This is an optimization exercise on Yosys and OpenROAD, whose aim is small area, a short achievable clock period and few clock cycles per item, not a production implementation. RTL that was checked went through simulation tests only; none was proved equivalent to the original.

// booth_radix2_multiplier_core
module booth_radix2_multiplier_core #(
   parameter int MAX_WIDTH = 16
) (
   input  logic                      clock,
   input  logic                      reset,
   input  logic                          req_valid,
   output logic                          req_ready,
   input  logic [brm_pkg::IN_W-1:0]      req_multiplicand_bits,
   input  logic [brm_pkg::IN_W-1:0]      req_multiplier_bits,
   output logic                          rsp_valid,
   input  logic                          rsp_ready,
   output logic [brm_pkg::PRODUCT_W-1:0] rsp_product_bits,
   output logic                          rsp_negative,
   output logic [brm_pkg::MAG_W-1:0]     rsp_magnitude,
   input  logic                      csr_write_enable,
   input  logic [brm_pkg::CFG_W-1:0] csr_write_data
);
==> flow/config.mk <==
export PLATFORM = sky130hd
export DESIGN_NAME = booth_radix2_multiplier_core
export DESIGN_NICKNAME = booth_radix2_multiplier_core
export VERILOG_FILES = /design/flow/design.v
export SDC_FILE = /design/flow/constraint.sdc
export NUM_CORES = 4
export LEC_CHECK = 0
export ABC_CLOCK_PERIOD_IN_PS = 3200
export CAP_MARGIN = 20
export CORE_MARGIN = 2
export CORE_UTILIZATION = 40
export CTS_BUF_LIST = sky130_fd_sc_hd__clkbuf_8
export PLACE_DENSITY = 0.6
export SETUP_SLACK_MARGIN = 4.0
export SLEW_MARGIN = 20
==> flow/constraint.sdc <==
create_clock -name core_clock -period 7.2 [get_ports {clock}]
set_input_delay 1.4400 -clock core_clock [delete_from_list [all_inputs] [get_ports {clock}]]
set_output_delay 1.4400 -clock core_clock [all_outputs]
set_load 0.01 [all_outputs]
standard.sh (not shown) runs the stock make flow with config.mk's settings and CLKGATE_MAP_FILE= SYNTH_SCRIPT=/design/flow/synth_recipe.tcl, a recipe that flattens the netlist after the stock synthesis.
==> flow/flow/run.sh <==
#!/bin/bash
# Layout flow: the standard ORFS flow (standard.sh) with two changes:
#  1. synthesis: the same script, except that Yosys's "synth -run fine:" step
#     gets -noabc, so the quick ABC pass there does not re-encode the adder
#     trees before extract_fa (it leaves fewer inverters around the fa/ha
#     cells); flops, hierarchy flattening and renaming are as in synth_recipe.tcl.
#  2. port buffers are sky130_fd_sc_hd__buf_2 instead of the delay cell that
#     buffer_ports picks by default.
# Each tool's output goes to the ORFS logs under orfs/logs; make's own output
# goes to flow_make.log here.
set -euo pipefail
here=$(pwd)
sed 's|^proc synth {args} { yosys synth -nofsm -noshare {\*}\$args }|proc synth {args} { if {[lsearch -exact $args fine:] >= 0} { lappend args -noabc }; yosys synth -nofsm -noshare {*}$args }|' synth_recipe.tcl > flow_synth.tcl
grep -q -- '-noabc' flow_synth.tcl
sed -e "s|SYNTH_SCRIPT=[^ ]*|SYNTH_SCRIPT=$here/flow_synth.tcl|" \
    -e 's|"\${@:-finish}"|BUFFER_PORTS_ARGS="-buffer_cell sky130_fd_sc_hd__buf_2" "${@:-finish}"|' standard.sh > flow_standard_mod.sh
grep -q flow_synth.tcl flow_standard_mod.sh
bash flow_standard_mod.sh > flow_make.log 2>&1
Testbench counts at the start, summed over its fixed seeds: cycles 8,024, items 8,000.
Rerun with:
--- a/flow/design.v
+++ b/flow/design.v
@@ -866,17 +866,17 @@
    logic [31:0] prod_w;
    logic [30:0] mag_w;
    assign prod_w = {(mid_61 ? ~(1'b1 ^ G616) : (1'b1 ^ (G616 | T617))), (mid_61 ? ~(p459 ^ G614) : (p459 ^ (G614 | T615))), (mid_61 ? ~(p457 ^ G612) : (p457 ^ (G612 | T613))), (mid_61 ? ~(p455 ^ G610) : (p455 ^ (G610 | T611))), (mid_61 ? ~(p453 ^ G608) : (p453 ^ (G608 | T609))), (mid_61 ? ~(p451 ^ G606) : (p451 ^ (G606 | T607))), (mid_61 ? ~(p449 ^ G604) : (p449 ^ (G604 | T605))), (mid_61 ? ~(p447 ^ G602) : (p447 ^ (G602 | T603))), (mid_61 ? ~(p445 ^ G600) : (p445 ^ (G600 | T601))), (mid_61 ? ~(p443 ^ G598) : (p443 ^ (G598 | T599))), (mid_61 ? ~(p441 ^ G596) : (p441 ^ (G596 | T597))), (mid_61 ? ~(p439 ^ G594) : (p439 ^ (G594 | T595))), (mid_61 ? ~(p437 ^ G592) : (p437 ^ (G592 | T593))), (mid_61 ? ~(p435 ^ G590) : (p435 ^ (G590 | T591))), (mid_61 ? ~(p433 ^ G588) : (p433 ^ (G588 | T589))), (mid_61 ? ~(p431 ^ G570) : (p431 ^ (G570 | T571))), (mid_61 ? ~(p429 ^ G568) : (p429 ^ (G568 | T569))), (mid_61 ? ~(p427 ^ G566) : (p427 ^ (G566 | T567))), (mid_61 ? ~(p425 ^ G564) : (p425 ^ (G564 | T565))), (mid_61 ? ~(p423 ^ G562) : (p423 ^ (G562 | T563))), (mid_61 ? ~(p421 ^ G560) : (p421 ^ (G560 | T561))), (mid_61 ? ~(p419 ^ G558) : (p419 ^ (G558 | T559))), (mid_61 ? ~(p417 ^ G556) : (p417 ^ (G556 | T557))), (mid_61 ? ~(p415 ^ G530) : (p415 ^ (G530 | T531))), (mid_61 ? ~(p413 ^ G528) : (p413 ^ (G528 | T529))), (mid_61 ? ~(p411 ^ G526) : (p411 ^ (G526 | T527))), (mid_61 ? ~(p409 ^ G524) : (p409 ^ (G524 | T525))), (mid_61 ? ~(p407 ^ G494) : (p407 ^ (G494 | T495))), (mid_61 ? ~(p405 ^ G492) : (p405 ^ (G492 | T493))), (mid_61 ? ~(p403 ^ g402) : (p403 ^ (g402 | T461))), (mid_61 ? ~(p401 ^ 1'b0) : (p401 ^ (1'b0 | mid_0))), (mid_61 ? ~mid_0 : ~mid_0)} & pmask;
    assign mag_w  = {(p459 ^ (G614 | T615)), (p457 ^ (G612 | T613)), (p455 ^ (G610 | T611)), (p453 ^ (G608 | T609)), (p451 ^ (G606 | T607)), (p449 ^ (G604 | T605)), (p447 ^ (G602 | T603)), (p445 ^ (G600 | T601)), (p443 ^ (G598 | T599)), (p441 ^ (G596 | T597)), (p439 ^ (G594 | T595)), (p437 ^ (G592 | T593)), (p435 ^ (G590 | T591)), (p433 ^ (G588 | T589)), (p431 ^ (G570 | T571)), (p429 ^ (G568 | T569)), (p427 ^ (G566 | T567)), (p425 ^ (G564 | T565)), (p423 ^ (G562 | T563)), (p421 ^ (G560 | T561)), (p419 ^ (G558 | T559)), (p417 ^ (G556 | T557)), (p415 ^ (G530 | T531)), (p413 ^ (G528 | T529)), (p411 ^ (G526 | T527)), (p409 ^ (G524 | T525)), (p407 ^ (G494 | T495)), (p405 ^ (G492 | T493)), (p403 ^ (g402 | T461)), (p401 ^ (1'b0 | mid_0)), ~mid_0};
    logic        out_v;
    logic [31:0] prod_ff;
    logic [29:1] mag_ff;
    logic        neg_ff;
-   assign en = !out_v || rsp_ready;
+   assign en = rsp_ready;
    always_ff @(posedge clock) begin
       if (reset) begin
          out_v <= 1'b0;
       end else if (en) begin
          out_v <= mid_v;
       end
    end
    always_ff @(posedge clock) begin
Effect: The new run passed the timing, design-rule and antenna checks; count of clock-buffer cells in the layout fell by 1; first-iteration DRC count rises by 21%; global-route usage increases by 1.5 points; wire length is higher by 9.8%; final area grows by 2.3%; via count rises by 4.0%; die area is about the same; maximum frequency went down by 1.2%; worst hold slack hardly moves; core utilization goes up by 0.97 points; register-to-register slack degrades by 0.04 ns; critical path depth does not change.
For the second run of this note, only the layout was checked, not whether the RTL still works.

==> separate check: timing with driven ports <==
No port has a modelled driver above. Below, the same layouts with a new extraction and two added sets of constraints.
Step 1: set_driving_cell puts a clkbuf_16 on clock and a buf_2 on each other input, an assumption about the parent block.
Step 2, shift: input delay + t, output delay - t, t = (earliest + latest rising clock arrival at the registers) / 2. This alone moves slack from input paths to output paths.
Three values: no drivers, after step 1, after step 2; two values: the first two.
| run | t (ns) | setup WS [ns] | pins driven straight from the clock port |
|---|---|---|---|
| the first run | 0.534 | 3.954 / 3.930 / 3.602 | 1 |
| the second run | 0.516 | 3.916 / 3.801 / 3.698 | 1 |
After both steps every run listed still meets setup and hold. The setup slack of the first run, which loses most, moves by -0.024 ns with the drivers and by -0.352 ns with both steps.
